Background: an optimization exercise with open tools, aiming at a short achievable clock period and few clock cycles. Do not read the settings as production practice. In this exercise RTL edits were held to simulation tests only and were not proved equivalent to the original. Power figures rest on the tool's default switching activity, not on a simulated workload.

==> v22: inputs <==
// core_top
module core_top (
    input  logic                  clk,
    input  logic                  i_arst_n,
    output logic [32-1:0] o_imem_raddr,
    input  logic [32-1:0] i_imem_rdata,
    output logic [32-1:0] o_dmem_addr,
    output logic [32-1:0] o_dmem_wdata,
    output logic                  o_dmem_we,
    output logic [3:0]            o_dmem_sel,
    input  logic [32-1:0] i_dmem_rdata
);
    localparam logic [5:0] OP_SPECIAL  = 6'h00;
    localparam logic [5:0] OP_SPECIAL2 = 6'h1c;
    localparam logic [5:0] OP_BEQ      = 6'h04;
    localparam logic [5:0] OP_BNE      = 6'h05;
    localparam logic [5:0] OP_ADDIU    = 6'h09;
    localparam logic [5:0] OP_ORI      = 6'h0d;
    localparam logic [5:0] OP_LUI      = 6'h0f;
    localparam logic [5:0] OP_LB       = 6'h20;
    localparam logic [5:0] OP_LW       = 6'h23;
    localparam logic [5:0] OP_LBU      = 6'h24;
    localparam logic [5:0] OP_SB       = 6'h28;
    localparam logic [5:0] OP_SW       = 6'h2b;
    localparam logic [5:0] FN_SLL  = 6'h00;
    localparam logic [5:0] FN_MUL  = 6'h02;
    localparam logic [5:0] FN_ADDU = 6'h21;
    localparam logic [5:0] FN_SUBU = 6'h23;
    localparam logic [5:0] FN_AND  = 6'h24;
    localparam logic [5:0] FN_OR   = 6'h25;
    localparam logic [5:0] FN_XOR  = 6'h26;
    localparam logic [5:0] FN_SLT  = 6'h2a;
    localparam logic [1:0] K_ALU  = 2'd0;
    localparam logic [1:0] K_LOAD = 2'd1;
    localparam logic [1:0] K_MUL  = 2'd2;
    localparam logic [1:0] L_LW  = 2'd0;
    localparam logic [1:0] L_LB  = 2'd1;
    localparam logic [1:0] L_LBU = 2'd2;
    logic [31:2] pc_q;
    logic        d_v;
    logic [31:0] d_ir;
    logic [31:2] d_pc;
    logic [31:0] d_rs_val;
    logic [31:0] d_rt_val;
    logic        e_we;
  ...
Settings: LEC_CHECK=0, ABC_CLOCK_PERIOD_IN_PS=3500, CAP_MARGIN=20, CORE_MARGIN=2, CORE_UTILIZATION=30, PLACE_DENSITY=0.45, SLEW_MARGIN=20; clock period 12.0 ns.
standard.sh (not shown) runs the stock make flow with config.mk's settings and CLKGATE_MAP_FILE= SYNTH_SCRIPT=/design/flow/synth_recipe.tcl, a recipe that flattens the netlist after the stock synthesis.
==> flow/flow/run.sh <==
#!/bin/bash
# The standard ORFS layout (standard.sh: unchanged synthesis, floorplan, power grid,
# placement, CTS and routing) with two changes to how it is optimised:
#  - the port buffers that global placement adds on every input and output are buf_4
#    cells instead of the delay cell the resizer otherwise picks;
#  - the timing repair steps are asked to leave setup margin, so that the resizer keeps
#    optimising paths well past the 12 ns constraint.
# make's output goes to standard_make.log; ORFS keeps each tool's log under orfs/logs.
set -euo pipefail
export BUFFER_PORTS_ARGS="-buffer_cell sky130_fd_sc_hd__buf_4"
export SETUP_SLACK_MARGIN=9
export TNS_END_PERCENT=100
bash standard.sh > standard_make.log 2>&1
==> inputs of v33, as changes to v22 <==
--- a/flow/design.v
+++ b/flow/design.v
@@ -3210,16 +3210,18 @@
     logic [31:0] d_rs_val;
     logic [31:0] d_rt_val;
     logic        e_we;
     logic [4:0]  e_wa;
     logic [1:0]  e_kind;
     logic        e_br;
     logic        e_bne;
     logic        e_pred;
+    logic [31:2] e_tgt;
+    logic [31:2] e_fall;
     logic [31:2] e_fix;
     logic        e_add, e_and, e_or, e_xor, e_slt, e_sll, e_passb;
     logic        e_sub;
     logic [31:0] e_a;
     logic [31:0] e_b;
     logic [31:0] e_bx;
     logic [4:0]  e_sh;
     logic [1:0]  e_ldt;
@@ -3260,16 +3262,17 @@
     assign e_lt  = (e_a[31] ^ e_b[31]) ? e_a[31] : e_sum[31];
     assign e_alu = ({32{e_add}}   & e_sum)
                  | ({32{e_and}}   & (e_a & e_b))
                  | ({32{e_or}}    & (e_a | e_b))
                  | ({32{e_xor}}   & (e_a ^ e_b))
                  | ({32{e_slt}}   & {31'b0, e_lt})
                  | ({32{e_sll}}   & e_shl)
                  | ({32{e_passb}} & e_b);
+    assign e_fix     = e_pred ? e_fall : e_tgt;
     assign e_taken   = (e_a == e_b) ^ e_bne;
     assign e_mispred = e_br && (e_taken != e_pred);
     mult_tree1 u_mul1 (
         .i_a (e_a),
         .i_b (e_b),
         .o_r (e_mr)
     );
     logic [7:0]  m_byte;
@@ -3438,26 +3441,28 @@
     assign br_eq    = (rs_early == rt_early);
     assign pred    = br_same  ? (opcode == OP_BEQ) :
                      br_known ? (br_eq ^ (opcode == OP_BNE)) :
                                 ((opcode == OP_BNE) || imm[15]);
     logic [31:0] dm_addr;
     assign dm_addr = rs_early + imm_s;
     always_ff @(posedge clk or negedge i_arst_n) begin
         if (!i_arst_n) begin
-            pc_q <= 30'(32'h0040_0000 >> 2);
             d_v  <= 1'b0;
         end else begin
-            if (e_mispred)                      pc_q <= e_fix;
-            else if (stall)                     pc_q <= pc_q;
-            else if (d_v && is_br && pred)      pc_q <= br_tgt;
-            else                                pc_q <= pc_q + 30'd1;
             if (!stall) d_v <= !e_mispred;
         end
     end
+    always_ff @(posedge clk) begin
+        if (!i_arst_n)                      pc_q <= 30'(32'h0040_0000 >> 2);
+        else if (e_mispred)                 pc_q <= e_fix;
+        else if (stall)                     pc_q <= pc_q;
+        else if (d_v && is_br && pred)      pc_q <= br_tgt;
+        else                                pc_q <= pc_q + 30'd1;
+    end
     logic [31:0][31:0] rf_all;
     logic [31:0] f_rs_val, f_rt_val;
     assign rf_all   = {rf_q, 32'b0};
     assign f_rs_val = rf_all[i_imem_rdata[25:21]];
     assign f_rt_val = rf_all[i_imem_rdata[20:16]];
     always_ff @(posedge clk) begin
         if (!stall) begin
             d_ir     <= i_imem_rdata;
@@ -3478,38 +3483,35 @@
             e_br   <= issue && is_br;
         end
     end
     always_ff @(posedge clk) begin
         e_wa    <= wa;
         e_kind  <= is_ld ? K_LOAD : is_mul ? K_MUL : K_ALU;
         e_bne   <= (opcode == OP_BNE);
         e_pred  <= pred;
-        e_fix   <= pred ? br_fall : br_tgt;
+        e_tgt   <= br_tgt;
+        e_fall  <= br_fall;
         e_add   <= f_addu | f_subu | is_addiu;
         e_sub   <= f_subu | f_slt;
         e_and   <= f_and;
         e_or    <= f_or | is_ori;
         e_xor   <= f_xor;
         e_slt   <= f_slt;
         e_sll   <= f_sll;
         e_passb <= is_lui;
         e_sh    <= d_ir[10:6];
         e_ldt   <= (opcode == OP_LB) ? L_LB : (opcode == OP_LBU) ? L_LBU : L_LW;
         e_lane  <= 4'b0001 << dm_addr[1:0];
         e_a     <= rs_late;
         e_b     <= b_late;
         e_bx    <= bx_late;
     end
-    always_ff @(posedge clk or negedge i_arst_n) begin
-        if (!i_arst_n) begin
-            dm_we_q <= 1'b0;
-        end else begin
-            dm_we_q <= issue && is_st;
-        end
+    always_ff @(posedge clk) begin
+        dm_we_q <= i_arst_n && issue && is_st;
     end
     always_ff @(posedge clk) begin
         dm_addr_q  <= {dm_addr[31:2], 2'b00};
         dm_sel_q   <= (opcode == OP_SW) ? 4'b1111 : (4'b0001 << dm_addr[1:0]);
         dm_wdata_q <= (opcode == OP_SW) ? rt_late : {4{rt_late[7:0]}};
     end
     always_ff @(posedge clk or negedge i_arst_n) begin
         if (!i_arst_n) begin
==> flow/flow/run.sh (replaced) <==
#!/bin/bash
# The standard ORFS layout (standard.sh: unchanged synthesis, floorplan, power grid,
# placement, CTS and routing) with two changes to how it is optimised:
#  - the port buffers that global placement adds on every input and output are buf_4
#    cells instead of the delay cell the resizer otherwise picks;
#  - the timing repair steps are asked to leave setup margin, so that the resizer keeps
#    optimising paths well past the 12 ns constraint.
# make's output goes to standard_make.log; ORFS keeps each tool's log under orfs/logs.
set -euo pipefail
export BUFFER_PORTS_ARGS="-buffer_cell sky130_fd_sc_hd__buf_4"
export SETUP_SLACK_MARGIN=10
export TNS_END_PERCENT=100
bash standard.sh > standard_make.log 2>&1
==> flow/config.mk (replaced) <==
export PLATFORM = sky130hd
export DESIGN_NAME = core_top
export DESIGN_NICKNAME = core_top
export VERILOG_FILES = /design/flow/design.v
export SDC_FILE = /design/flow/constraint.sdc
export NUM_CORES = 4
export LEC_CHECK = 0
export ABC_CLOCK_PERIOD_IN_PS = 3500
export CAP_MARGIN = 20
export CORE_MARGIN = 2
export CORE_UTILIZATION = 55
export PLACE_DENSITY = 0.65
export SLEW_MARGIN = 20
==> inputs of v31, as changes to v22 <==
--- a/flow/design.v
+++ b/flow/design.v
@@ -3438,26 +3438,28 @@
     assign br_eq    = (rs_early == rt_early);
     assign pred    = br_same  ? (opcode == OP_BEQ) :
                      br_known ? (br_eq ^ (opcode == OP_BNE)) :
                                 ((opcode == OP_BNE) || imm[15]);
     logic [31:0] dm_addr;
     assign dm_addr = rs_early + imm_s;
     always_ff @(posedge clk or negedge i_arst_n) begin
         if (!i_arst_n) begin
-            pc_q <= 30'(32'h0040_0000 >> 2);
             d_v  <= 1'b0;
         end else begin
-            if (e_mispred)                      pc_q <= e_fix;
-            else if (stall)                     pc_q <= pc_q;
-            else if (d_v && is_br && pred)      pc_q <= br_tgt;
-            else                                pc_q <= pc_q + 30'd1;
             if (!stall) d_v <= !e_mispred;
         end
     end
+    always_ff @(posedge clk) begin
+        if (!i_arst_n)                      pc_q <= 30'(32'h0040_0000 >> 2);
+        else if (e_mispred)                 pc_q <= e_fix;
+        else if (stall)                     pc_q <= pc_q;
+        else if (d_v && is_br && pred)      pc_q <= br_tgt;
+        else                                pc_q <= pc_q + 30'd1;
+    end
     logic [31:0][31:0] rf_all;
     logic [31:0] f_rs_val, f_rt_val;
     assign rf_all   = {rf_q, 32'b0};
     assign f_rs_val = rf_all[i_imem_rdata[25:21]];
     assign f_rt_val = rf_all[i_imem_rdata[20:16]];
     always_ff @(posedge clk) begin
         if (!stall) begin
             d_ir     <= i_imem_rdata;
@@ -3494,22 +3496,18 @@
         e_passb <= is_lui;
         e_sh    <= d_ir[10:6];
         e_ldt   <= (opcode == OP_LB) ? L_LB : (opcode == OP_LBU) ? L_LBU : L_LW;
         e_lane  <= 4'b0001 << dm_addr[1:0];
         e_a     <= rs_late;
         e_b     <= b_late;
         e_bx    <= bx_late;
     end
-    always_ff @(posedge clk or negedge i_arst_n) begin
-        if (!i_arst_n) begin
-            dm_we_q <= 1'b0;
-        end else begin
-            dm_we_q <= issue && is_st;
-        end
+    always_ff @(posedge clk) begin
+        dm_we_q <= i_arst_n && issue && is_st;
     end
     always_ff @(posedge clk) begin
         dm_addr_q  <= {dm_addr[31:2], 2'b00};
         dm_sel_q   <= (opcode == OP_SW) ? 4'b1111 : (4'b0001 << dm_addr[1:0]);
         dm_wdata_q <= (opcode == OP_SW) ? rt_late : {4{rt_late[7:0]}};
     end
     always_ff @(posedge clk or negedge i_arst_n) begin
         if (!i_arst_n) begin
==> flow/config.mk (replaced) <==
export PLATFORM = sky130hd
export DESIGN_NAME = core_top
export DESIGN_NICKNAME = core_top
export VERILOG_FILES = /design/flow/design.v
export SDC_FILE = /design/flow/constraint.sdc
export NUM_CORES = 4
export LEC_CHECK = 0
export ABC_CLOCK_PERIOD_IN_PS = 3500
export CAP_MARGIN = 20
export CORE_MARGIN = 2
export CORE_UTILIZATION = 45
export PLACE_DENSITY = 0.55
export SLEW_MARGIN = 20
==> qor summary <==
|  | v22 | v33 | v31 |
|---|---|---|---|
| Flip-flop and latch count after synthesis | 1,697 | 1,727 | 1,697 |
| Arr. time, crit path | 1590 ps | 4990 ps | 4510 ps |
| Post-detailed-placement cell area | 0.102 mm^2 | 0.101 mm^2 | 0.0994 mm^2 |
| Multi-input logic portion of the cell area | 0.411 | 0.421 | 0.415 |
| Total wire length after detailed routing | 433,000 um | 433,000 um | 422,000 um |
| CTS resizes | 1,682 | 1,635 | 1,695 |
| Share of flip-flops with an asynchronous set or reset after synthesis | 0.0212 | 0.00290 | 0.00295 |
| Clock Skew | 119 ps | 68.7 ps | 82.1 ps |
| Worst supply voltage drop on vdd | 0.215 mV | 0.315 mV | 0.297 mV |
| Number of buffers between clock root and the deepest sink | 4 | 3 | 3 |
| Worst Tran Pin Value | 1180 ps | 999 ps | 1280 ps |
| Share of post-route cells with drive strength above 1 | 0.408 | 0.436 | 0.413 |
| Capture instance of the worst register-to-register path | pc_q[18]$_DFFE_PN0P_ | dm_addr_q[26]$_DFF_P_ | dm_wdata_q[30]$_DFF_P_ |
| Routability congestion estimate from global placement | 0.933 | 1.04 | 1.03 |
| Total power | 24,000 uW | 24,200 uW | 23,000 uW |
| Seq power | 7380 uW | 7280 uW | 7150 uW |
| Routed length on met1 | 162,000 um | 138,000 um | 150,000 um |
| Setup WS post-layout | 8010 ps | 7830 ps | 8170 ps |
| Combinational Power | 10,600 uW | 11,000 uW | 9910 uW |
| Number of signal-net inverters in the final layout | 505 | 516 | 510 |
| Synth Area in Compound Gates | 0.0917 | 0.0956 | 0.0924 |
| Max FO, Critical Path | 2 | 5 | 4 |
| Via density per instance | 5.73 | 7.30 | 6.64 |
| Result of the run | finished clean | finished clean | finished clean |
| Combined buffer and inverter count along the critical path | 1 | 3 | 5 |
| Multi-input comb cells | 4,707 | 4,754 | 4,676 |
Testbench counts of v22, summed over its fixed seeds: cycles 36,163.
Testbench counts of v33, summed over its fixed seeds: cycles 36,163.
Testbench counts of v31, summed over its fixed seeds: cycles 36,163.

[static timing again, ports no longer ideal]
The results above use ideal ports. As a check the final layouts listed here were re-extracted and re-timed, cells and wires unchanged.
Step 1: set_driving_cell puts a clkbuf_16 on clk and a buf_2 on each other input, an assumption about the parent block.
Step 2 times the ports against the registers' clock, not the clock port: input delays grow and output delays shrink by t, the midpoint of the rising clock arrivals with the driver on.
Slacks: ideal ports / drivers / drivers and shift; pairs: ideal ports / drivers.
| run | shift t [ns] | setup WS [ns] | worst register clock-pin slew, ns |
|---|---|---|---|
| v22 | 0.961 | 8.010 / 7.917 / 6.982 | 0.07 / 0.07 |
| v33 | 1.006 | 7.825 / 7.825 / 6.836 | 0.08 / 0.08 |
| v31 | 0.941 | 8.173 / 7.723 / 6.782 | 0.07 / 0.07 |
After both steps every run listed still meets setup and hold. For v31, which loses most, drivers alone change the setup slack by -0.450 ns; drivers and shift together by -1.391 ns.
